Context: an optimization exercise on an open-source flow, tuned for small area and a short achievable clock period. The choices shown serve that exercise and are no tape-out recipe.
The RTL was checked by simulation tests, not by an equivalence proof against the original design.
No activity file was given, so power comes from the tool's default toggle rates.

==> try-lagoon: inputs <==
Design checkpoint_monitor, start of the top module:
module checkpoint_monitor #(
  parameter int DATA_W = 16,
  parameter int NUM_CH = 4,
  parameter int SEL_W  = 2,
  parameter int DEPTH  = 64,
  parameter int ADDR_W = 6,
  parameter int CNT_W  = 16
) (
  input  logic                     CLK,
  input  logic                     Reset,
  input  logic                     cfg_we,
  input  logic [ADDR_W-1:0]        cfg_addr,
  input  logic [CNT_W-1:0]         cfg_delay,
  input  logic [SEL_W-1:0]         cfg_ch,
  input  logic [DATA_W-1:0]        cfg_value,
  input  logic [DATA_W-1:0]        cfg_mask,
  input  logic                     cfg_last,
  input  logic                     start,
  input  logic                     abort,
  input  logic [NUM_CH*DATA_W-1:0] probe_data,
  output logic                     busy,
  output logic                     done,
  output logic [CNT_W-1:0]         pass_count,
  output logic [CNT_W-1:0]         fail_count,
  output logic [ADDR_W-1:0]        cur_idx,
  output logic                     check_pulse,
  output logic                     check_pass,
  output logic                     first_fail_valid,
  output logic [ADDR_W-1:0]        first_fail_idx,
  output logic [DATA_W-1:0]        first_fail_actual
);
clock: 7.5 ns
lec_check: 0
cap_margin: 20
core_margin: 2
core_utilization: 40
setup_slack_margin: 4.5
slew_margin: 20
standard.sh (not shown) runs the stock make flow with config.mk's settings and CLKGATE_MAP_FILE= SYNTH_SCRIPT=/design/flow/synth_recipe.tcl, a recipe that flattens the netlist after the stock synthesis.
==> flow/flow/run.sh <==
#!/bin/bash
# The standard layout (standard.sh: standard synthesis, then ORFS to
# finish), with two changes to how the layout is made:
#  - every port still gets a buffer, but buffer_ports uses buf_4 instead of
#    its default delay-buffer cell;
#  - clock tree synthesis builds larger sink clusters and inserts no dummy
#    loads.
# All of make's output goes to flow_make.log; ORFS keeps each step's log
# under orfs/logs/.
set -euo pipefail
export BUFFER_PORTS_ARGS="-buffer_cell sky130_fd_sc_hd__buf_4"
export CTS_ARGS="-sink_clustering_enable -repair_clock_nets -dont_use_dummy_load -sink_clustering_size 24 -sink_clustering_max_diameter 80"
bash standard.sh > flow_make.log 2>&1
==> try-cedar (differences from try-lagoon) <==
CORE_UTILIZATION = 41   (was 40)
SETUP_SLACK_MARGIN = 4.7   (was 4.5)
==> try-nickel (differences from try-lagoon) <==
--- a/flow/design.v
+++ b/flow/design.v
@@ -94,38 +94,36 @@
   logic [CNT_W-1:0]    timer_q;
   logic [CNT_W-1:0]    pass_q, fail_q;
   logic                pulse_q, cpass_q, ffv_q;
   logic [ADDR_W-1:0]   ffi_q;
   logic [DATA_W-1:0]   ffa_q;
   logic [NUM_CH-1:0]   cur_chs_q;
   logic [DATA_W-1:0]   cur_m0_q, cur_m1_q;
   logic                cur_last_q;
-  logic                busy_w;
-  logic                wr_ok, wr_ok_c;
+  logic                wr_ok;
   logic [CODE_W-1:0]   cfg_code;
   logic [2*DATA_W-1:0] cfg_m;
   assign wr_ok    = cfg_we & ~busy_q;
-  assign wr_ok_c  = cfg_we & ~busy_w;
   assign cfg_code = enc(cfg_value, cfg_mask);
   assign cfg_m    = {cfg_mask & cfg_value, cfg_mask & ~cfg_value};
   for (genvar j = 0; j < DEPTH; j++) begin : g_ent
     always_ff @(posedge CLK) begin
       if (wr_ok && cfg_addr == ADDR_W'(j)) begin
         t_delay[j] <= cfg_delay;
         t_ch[j]    <= cfg_ch;
       end
     end
     if (j == 0) begin : g_m0
       always_ff @(posedge CLK) begin
-        if (wr_ok_c && cfg_addr == ADDR_W'(j)) t0_m <= cfg_m;
+        if (wr_ok && cfg_addr == ADDR_W'(j)) t0_m <= cfg_m;
       end
     end else begin : g_code
       always_ff @(posedge CLK) begin
-        if (wr_ok_c && cfg_addr == ADDR_W'(j)) t_code[j] <= cfg_code;
+        if (wr_ok && cfg_addr == ADDR_W'(j)) t_code[j] <= cfg_code;
       end
     end
     if (j < DEPTH - 1) begin : g_last
       always_ff @(posedge CLK) begin
         if (wr_ok && cfg_addr == ADDR_W'(j)) t_last[j] <= cfg_last;
       end
     end
   end
@@ -135,27 +133,28 @@
   logic [CODE_W-1:0]   rd_code;
   logic                rd_last;
   always_comb begin
     rd_delay = '0;
     rd_ch    = '0;
     rd_code  = '0;
     rd_last  = 1'b0;
     for (int j = 1; j < DEPTH; j++) begin
-      if (j < DEPTH - 1) rd_delay = rd_delay | ({CNT_W{ptr_q[j]}} & t_delay[j+1]);
+      rd_delay = rd_delay | ({CNT_W{ptr_q[j]}}  & t_delay[j]);
       rd_ch    = rd_ch    | ({SEL_W{ptr_q[j]}}  & t_ch[j]);
       rd_code  = rd_code  | ({CODE_W{ptr_q[j]}} & t_code[j]);
       rd_last  = rd_last  | (ptr_q[j] & ((j == DEPTH - 1) ? 1'b1 : t_last[j]));
     end
   end
-  logic                timer_zero;    
+  logic                timer_zero;
   logic                cmp_fire;
   logic                start_fire;
   logic [DATA_W-1:0]   probe_sel;
   logic                cmp_pass;
+  assign timer_zero = (timer_q == '0);
   assign cmp_fire   = busy_q & ~abort & timer_zero;
   assign start_fire = start & ~busy_q;
   logic                wr0;
   logic [SEL_W-1:0]    ch_nxt;
   assign wr0    = cfg_we & (cfg_addr == '0);
   assign ch_nxt = !busy_q ? (wr0 ? cfg_ch : t_ch[0]) : rd_ch;
   always_ff @(posedge CLK) begin
     if (!busy_q || timer_zero) begin
@@ -176,86 +175,67 @@
     else if (timer_zero) first_q <= 1'b0;
   end
   assign last_e       = first_q ? t_last[0] : cur_last_q;
   assign {m1_e, m0_e} = first_q ? t0_m      : {cur_m1_q, cur_m0_q};
   always_ff @(posedge CLK) begin
     if (!busy_q)         ptr_q <= (DEPTH-1)'(1);
     else if (timer_zero) ptr_q <= {ptr_q[DEPTH-2:1], 1'b0};
   end
-  logic [CNT_W-1:0]    nd_q;
-  logic [CNT_W-1:0]    nd_e;
-  assign nd_e = first_q ? t_delay[1] : nd_q;
-  always_ff @(posedge CLK) begin
-    if (busy_q && timer_zero) nd_q <= rd_delay;
-  end
-  always_ff @(posedge CLK) begin
-    if (!busy_q) begin
-      timer_q    <= t_delay[0];
-      timer_zero <= (t_delay[0] == '0);
-    end else if (timer_zero) begin
-      timer_q    <= nd_e;
-      timer_zero <= (nd_e == '0);
-    end else begin
-      timer_q    <= timer_q - CNT_W'(1);
-      timer_zero <= (timer_q == CNT_W'(1));
-    end
+  always_ff @(posedge CLK) begin
+    if (!busy_q)         timer_q <= t_delay[0];
+    else if (timer_zero) timer_q <= rd_delay;
+    else                 timer_q <= timer_q - CNT_W'(1);
   end
   always_comb begin
     probe_sel = '0;
     for (int k = 0; k < NUM_CH; k++) begin
       probe_sel = probe_sel | ({DATA_W{cur_chs_q[k]}} & probe_data[k*DATA_W +: DATA_W]);
     end
     cmp_pass = ((probe_sel & m0_e) | (~probe_sel & m1_e)) == '0;
   end
-  logic                fail, run_end;
-  logic [CNT_W-1:0]    pass_h, fail_h, pass_p, fail_f;
-  logic                cpass_h, ffv_h;
-  logic [ADDR_W-1:0]   ffi_h, ffi_f;
-  logic [DATA_W-1:0]   ffa_h, ffa_f;
-  assign fail    = ~cmp_pass;
+  logic                pass_en, fail_en, cap_en, run_end;
+  assign pass_en = cmp_fire &  cmp_pass & (pass_q != '1);
+  assign fail_en = cmp_fire & ~cmp_pass & (fail_q != '1);
+  assign cap_en  = cmp_fire & ~cmp_pass & ~ffv_q;
   assign run_end = timer_zero & last_e;
-  assign pass_h  = start_fire ? '0 : pass_q;
-  assign fail_h  = start_fire ? '0 : fail_q;
-  assign cpass_h = ~start_fire & cpass_q;
-  assign ffv_h   = ~start_fire & ffv_q;
-  assign ffi_h   = start_fire ? '0 : ffi_q;
-  assign ffa_h   = start_fire ? '0 : ffa_q;
-  assign pass_p  = (cmp_fire && pass_q != '1) ? pass_q + CNT_W'(1) : pass_h;
-  assign fail_f  = (cmp_fire && fail_q != '1) ? fail_q + CNT_W'(1) : fail_h;
-  assign ffi_f   = (cmp_fire && !ffv_q) ? idx_q     : ffi_h;
-  assign ffa_f   = (cmp_fire && !ffv_q) ? probe_sel : ffa_h;
   always_ff @(posedge CLK or posedge Reset) begin
     if (Reset) begin
       busy_q  <= 1'b0;
       busy_o  <= 1'b0;
-      busy_w  <= 1'b0;
       done_q  <= 1'b0;
       idx_q   <= '0;
       pass_q  <= '0;
       fail_q  <= '0;
       pulse_q <= 1'b0;
       cpass_q <= 1'b0;
       ffv_q   <= 1'b0;
       ffi_q   <= '0;
       ffa_q   <= '0;
     end else begin
       busy_q  <= start_fire | (busy_q & ~abort & ~run_end);
       busy_o  <= (start & ~busy_o) | (busy_o & ~abort & ~run_end);
-      busy_w  <= (start & ~busy_w) | (busy_w & ~abort & ~run_end);
       done_q  <= (cmp_fire & last_e) | (~start_fire & done_q);
       pulse_q <= cmp_fire;
       if (start_fire)                idx_q <= '0;
       else if (cmp_fire && !last_e)  idx_q <= idx_q + ADDR_W'(1);
-      pass_q  <= fail ? pass_h : pass_p;
-      fail_q  <= fail ? fail_f : fail_h;
-      cpass_q <= fail ? (~cmp_fire & cpass_h) : (cmp_fire | cpass_h);
-      ffv_q   <= fail ? (cmp_fire | ffv_h) : ffv_h;
-      ffi_q   <= fail ? ffi_f : ffi_h;
-      ffa_q   <= fail ? ffa_f : ffa_h;
+      if (pass_en)                   pass_q <= pass_q + CNT_W'(1);
+      else if (start_fire)           pass_q <= '0;
+      if (fail_en)                   fail_q <= fail_q + CNT_W'(1);
+      else if (start_fire)           fail_q <= '0;
+      if (cmp_fire)                  cpass_q <= cmp_pass;
+      else if (start_fire)           cpass_q <= 1'b0;
+      ffv_q   <= (cmp_fire & ~cmp_pass) | (~start_fire & ffv_q);
+      if (cap_en) begin
+        ffi_q <= idx_q;
+        ffa_q <= probe_sel;
+      end else if (start_fire) begin
+        ffi_q <= '0;
+        ffa_q <= '0;
+      end
     end
   end
   assign busy              = busy_o;
   assign done              = done_q;
   assign pass_count        = pass_q;
   assign fail_count        = fail_q;
   assign cur_idx           = idx_q;
   assign check_pulse       = pulse_q;
==> try-tundra (differences from try-lagoon) <==
--- a/flow/design.v
+++ b/flow/design.v
@@ -94,38 +94,36 @@
   logic [CNT_W-1:0]    timer_q;
   logic [CNT_W-1:0]    pass_q, fail_q;
   logic                pulse_q, cpass_q, ffv_q;
   logic [ADDR_W-1:0]   ffi_q;
   logic [DATA_W-1:0]   ffa_q;
   logic [NUM_CH-1:0]   cur_chs_q;
   logic [DATA_W-1:0]   cur_m0_q, cur_m1_q;
   logic                cur_last_q;
-  logic                busy_w;
-  logic                wr_ok, wr_ok_c;
+  logic                wr_ok;
   logic [CODE_W-1:0]   cfg_code;
   logic [2*DATA_W-1:0] cfg_m;
   assign wr_ok    = cfg_we & ~busy_q;
-  assign wr_ok_c  = cfg_we & ~busy_w;
   assign cfg_code = enc(cfg_value, cfg_mask);
   assign cfg_m    = {cfg_mask & cfg_value, cfg_mask & ~cfg_value};
   for (genvar j = 0; j < DEPTH; j++) begin : g_ent
     always_ff @(posedge CLK) begin
       if (wr_ok && cfg_addr == ADDR_W'(j)) begin
         t_delay[j] <= cfg_delay;
         t_ch[j]    <= cfg_ch;
       end
     end
     if (j == 0) begin : g_m0
       always_ff @(posedge CLK) begin
-        if (wr_ok_c && cfg_addr == ADDR_W'(j)) t0_m <= cfg_m;
+        if (wr_ok && cfg_addr == ADDR_W'(j)) t0_m <= cfg_m;
       end
     end else begin : g_code
       always_ff @(posedge CLK) begin
-        if (wr_ok_c && cfg_addr == ADDR_W'(j)) t_code[j] <= cfg_code;
+        if (wr_ok && cfg_addr == ADDR_W'(j)) t_code[j] <= cfg_code;
       end
     end
     if (j < DEPTH - 1) begin : g_last
       always_ff @(posedge CLK) begin
         if (wr_ok && cfg_addr == ADDR_W'(j)) t_last[j] <= cfg_last;
       end
     end
   end
@@ -135,27 +133,28 @@
   logic [CODE_W-1:0]   rd_code;
   logic                rd_last;
   always_comb begin
     rd_delay = '0;
     rd_ch    = '0;
     rd_code  = '0;
     rd_last  = 1'b0;
     for (int j = 1; j < DEPTH; j++) begin
-      if (j < DEPTH - 1) rd_delay = rd_delay | ({CNT_W{ptr_q[j]}} & t_delay[j+1]);
+      rd_delay = rd_delay | ({CNT_W{ptr_q[j]}}  & t_delay[j]);
       rd_ch    = rd_ch    | ({SEL_W{ptr_q[j]}}  & t_ch[j]);
       rd_code  = rd_code  | ({CODE_W{ptr_q[j]}} & t_code[j]);
       rd_last  = rd_last  | (ptr_q[j] & ((j == DEPTH - 1) ? 1'b1 : t_last[j]));
     end
   end
-  logic                timer_zero;    
+  logic                timer_zero;
   logic                cmp_fire;
   logic                start_fire;
   logic [DATA_W-1:0]   probe_sel;
   logic                cmp_pass;
+  assign timer_zero = (timer_q == '0);
   assign cmp_fire   = busy_q & ~abort & timer_zero;
   assign start_fire = start & ~busy_q;
   logic                wr0;
   logic [SEL_W-1:0]    ch_nxt;
   assign wr0    = cfg_we & (cfg_addr == '0);
   assign ch_nxt = !busy_q ? (wr0 ? cfg_ch : t_ch[0]) : rd_ch;
   always_ff @(posedge CLK) begin
     if (!busy_q || timer_zero) begin
@@ -176,86 +175,67 @@
     else if (timer_zero) first_q <= 1'b0;
   end
   assign last_e       = first_q ? t_last[0] : cur_last_q;
   assign {m1_e, m0_e} = first_q ? t0_m      : {cur_m1_q, cur_m0_q};
   always_ff @(posedge CLK) begin
     if (!busy_q)         ptr_q <= (DEPTH-1)'(1);
     else if (timer_zero) ptr_q <= {ptr_q[DEPTH-2:1], 1'b0};
   end
-  logic [CNT_W-1:0]    nd_q;
-  logic [CNT_W-1:0]    nd_e;
-  assign nd_e = first_q ? t_delay[1] : nd_q;
-  always_ff @(posedge CLK) begin
-    if (busy_q && timer_zero) nd_q <= rd_delay;
-  end
-  always_ff @(posedge CLK) begin
-    if (!busy_q) begin
-      timer_q    <= t_delay[0];
-      timer_zero <= (t_delay[0] == '0);
-    end else if (timer_zero) begin
-      timer_q    <= nd_e;
-      timer_zero <= (nd_e == '0);
-    end else begin
-      timer_q    <= timer_q - CNT_W'(1);
-      timer_zero <= (timer_q == CNT_W'(1));
-    end
+  always_ff @(posedge CLK) begin
+    if (!busy_q)         timer_q <= t_delay[0];
+    else if (timer_zero) timer_q <= rd_delay;
+    else                 timer_q <= timer_q - CNT_W'(1);
   end
   always_comb begin
     probe_sel = '0;
     for (int k = 0; k < NUM_CH; k++) begin
       probe_sel = probe_sel | ({DATA_W{cur_chs_q[k]}} & probe_data[k*DATA_W +: DATA_W]);
     end
     cmp_pass = ((probe_sel & m0_e) | (~probe_sel & m1_e)) == '0;
   end
-  logic                fail, run_end;
-  logic [CNT_W-1:0]    pass_h, fail_h, pass_p, fail_f;
-  logic                cpass_h, ffv_h;
-  logic [ADDR_W-1:0]   ffi_h, ffi_f;
-  logic [DATA_W-1:0]   ffa_h, ffa_f;
-  assign fail    = ~cmp_pass;
+  logic                pass_en, fail_en, cap_en, run_end;
+  assign pass_en = cmp_fire &  cmp_pass & (pass_q != '1);
+  assign fail_en = cmp_fire & ~cmp_pass & (fail_q != '1);
+  assign cap_en  = cmp_fire & ~cmp_pass & ~ffv_q;
   assign run_end = timer_zero & last_e;
-  assign pass_h  = start_fire ? '0 : pass_q;
-  assign fail_h  = start_fire ? '0 : fail_q;
-  assign cpass_h = ~start_fire & cpass_q;
-  assign ffv_h   = ~start_fire & ffv_q;
-  assign ffi_h   = start_fire ? '0 : ffi_q;
-  assign ffa_h   = start_fire ? '0 : ffa_q;
-  assign pass_p  = (cmp_fire && pass_q != '1) ? pass_q + CNT_W'(1) : pass_h;
-  assign fail_f  = (cmp_fire && fail_q != '1) ? fail_q + CNT_W'(1) : fail_h;
-  assign ffi_f   = (cmp_fire && !ffv_q) ? idx_q     : ffi_h;
-  assign ffa_f   = (cmp_fire && !ffv_q) ? probe_sel : ffa_h;
   always_ff @(posedge CLK or posedge Reset) begin
     if (Reset) begin
       busy_q  <= 1'b0;
       busy_o  <= 1'b0;
-      busy_w  <= 1'b0;
       done_q  <= 1'b0;
       idx_q   <= '0;
       pass_q  <= '0;
       fail_q  <= '0;
       pulse_q <= 1'b0;
       cpass_q <= 1'b0;
       ffv_q   <= 1'b0;
       ffi_q   <= '0;
       ffa_q   <= '0;
     end else begin
       busy_q  <= start_fire | (busy_q & ~abort & ~run_end);
       busy_o  <= (start & ~busy_o) | (busy_o & ~abort & ~run_end);
-      busy_w  <= (start & ~busy_w) | (busy_w & ~abort & ~run_end);
       done_q  <= (cmp_fire & last_e) | (~start_fire & done_q);
       pulse_q <= cmp_fire;
       if (start_fire)                idx_q <= '0;
       else if (cmp_fire && !last_e)  idx_q <= idx_q + ADDR_W'(1);
-      pass_q  <= fail ? pass_h : pass_p;
-      fail_q  <= fail ? fail_f : fail_h;
-      cpass_q <= fail ? (~cmp_fire & cpass_h) : (cmp_fire | cpass_h);
-      ffv_q   <= fail ? (cmp_fire | ffv_h) : ffv_h;
-      ffi_q   <= fail ? ffi_f : ffi_h;
-      ffa_q   <= fail ? ffa_f : ffa_h;
+      if (pass_en)                   pass_q <= pass_q + CNT_W'(1);
+      else if (start_fire)           pass_q <= '0;
+      if (fail_en)                   fail_q <= fail_q + CNT_W'(1);
+      else if (start_fire)           fail_q <= '0;
+      if (cmp_fire)                  cpass_q <= cmp_pass;
+      else if (start_fire)           cpass_q <= 1'b0;
+      ffv_q   <= (cmp_fire & ~cmp_pass) | (~start_fire & ffv_q);
+      if (cap_en) begin
+        ffi_q <= idx_q;
+        ffa_q <= probe_sel;
+      end else if (start_fire) begin
+        ffi_q <= '0;
+        ffa_q <= '0;
+      end
     end
   end
   assign busy              = busy_o;
   assign done              = done_q;
   assign pass_count        = pass_q;
   assign fail_count        = fail_q;
   assign cur_idx           = idx_q;
   assign check_pulse       = pulse_q;
SETUP_SLACK_MARGIN = 4.7   (was 4.5)
==> run_results.csv <==
group,metric,value,unit
finish,buf_share,5.38,%
synthesis,synthTopCellsByArea,"edfxtp_1, a22o_1, a221oi_1",
finish,nonClockInverterCount,73,
placement,hpwl,245000,um
die,die_y,533,um
drt,wl_met1,157000,um
timing,fmax,332,MHz
status,outcome,"finished clean",
critical_path,worst-path-buf-inv,4,
cts,postCtsSetupBuffers,184,
cts,cts_resized,283,
cts,clockBufferDepth,4,
cts,cts.sinks,3148,
the above is filed under try-cedar

==> run_results.csv <==
group,metric,value,unit
status,outcome,"finished clean",
finish,nonClockInverterCount,39,
placement,hpwl,273000,um
cts,cts.sinks,3130,
cts,clockBufferDepth,3,
timing,fin_crit,3110,ps
cts,postCtsSetupBuffers,121,
die,core,0.283,mm2
drt,wl_met1,165000,um
global_route,grt_overflow,0,
hold_path,holdPathEnd,"timer_q[2]",
pwr,leakage,40.1,nW
pwr,power.density,226,mW/mm2
global_route,grt_pass1_wl,643000,um
die,die_y,537,um
drt,first_pass_iters,9,
finish,buf_share,4.54,%
critical_path,worst-path-buf-inv,1,
timing,fin_setup_tns,0,ps
cts,cts_resized,227,
drt,avgViaCountPerCell,7.29,
the above is filed under try-nickel

==> run_results.csv <==
group,metric,value,unit
cts,cts_resized,150,
placement,hpwl,270000,um
cts,cts.sinks,3148,
critical_path,worst-path-buf-inv,2,
cts,postCtsSetupBuffers,124,
finish,buf_share,4.53,%
global_route,grt_usage,32.0,%
drt,wl_met1,160000,um
finish,nonClockInverterCount,73,
finish,multi_input_gates,2642,
cts,cts_hold_buf,0,
die,die_y,539,um
finish,seq_share,72.0,%
timing,fmax,306,MHz
cts,clockBufferDepth,4,
status,outcome,"finished clean",
the above is filed under try-lagoon

==> run_results.csv <==
group,metric,value,unit
status,outcome,"finished clean",
critical_path,reg2reg_from,"timer_q[7]",
cts,cts_resized,441,
cts,clockBufferDepth,3,
die,die_y,537,um
pwr,pg_comb,882,uW
critical_path,worst-path-buf-inv,1,
die,dieArea,0.289,mm2
drt,wl_met1,170000,um
synthesis,synthTopCellsByArea,"edfxtp_1, a22o_1, a221oi_1",
finish,layout-drive-gt1-share,19.7,%
finish,nonClockInverterCount,39,
timing,final_hold_viol_count,0,
placement,hpwl,268000,um
synthesis,synth-compound-area-share,12.3,%
placement,gp_congestion,0.891,
cts,postCtsSetupBuffers,251,
the above is filed under try-tundra

## re-timing with driven ports
The results above use ideal ports. As a check the final layouts listed here were re-extracted and re-timed, cells and wires unchanged.
Step 1 assumes that a clkbuf_16 drives the clock port and a buf_2 every other input.
Step 2 times the ports against the registers' clock, not the clock port: input delays grow and output delays shrink by t, the midpoint of the rising clock arrivals with the driver on.
Three values: ideal ports, drivers, drivers and shift; two values: the first two.
run | t (ns) | slack for setup (ns) | worst hold slack (ns) | worst register clock-pin slew, ns
try-lagoon | 0.958 | 4.234 / 4.113 / 3.156 | 0.529 / 0.529 / 0.529 | 0.10 / 0.10
try-cedar | 0.944 | 4.489 / 4.430 / 3.654 | 0.534 / 0.534 / 0.534 | 0.10 / 0.10
try-nickel | 0.960 | 4.388 / 4.369 / 3.474 | 0.474 / 0.474 / 0.474 | 0.10 / 0.10
try-tundra | 0.954 | 4.389 / 4.298 / 3.519 | 0.480 / 0.432 / 0.480 | 0.11 / 0.11
After both steps setup and hold are still met in every run listed. For try-lagoon, which loses most, drivers alone change the setup slack by -0.121 ns; drivers and shift together by -1.078 ns.
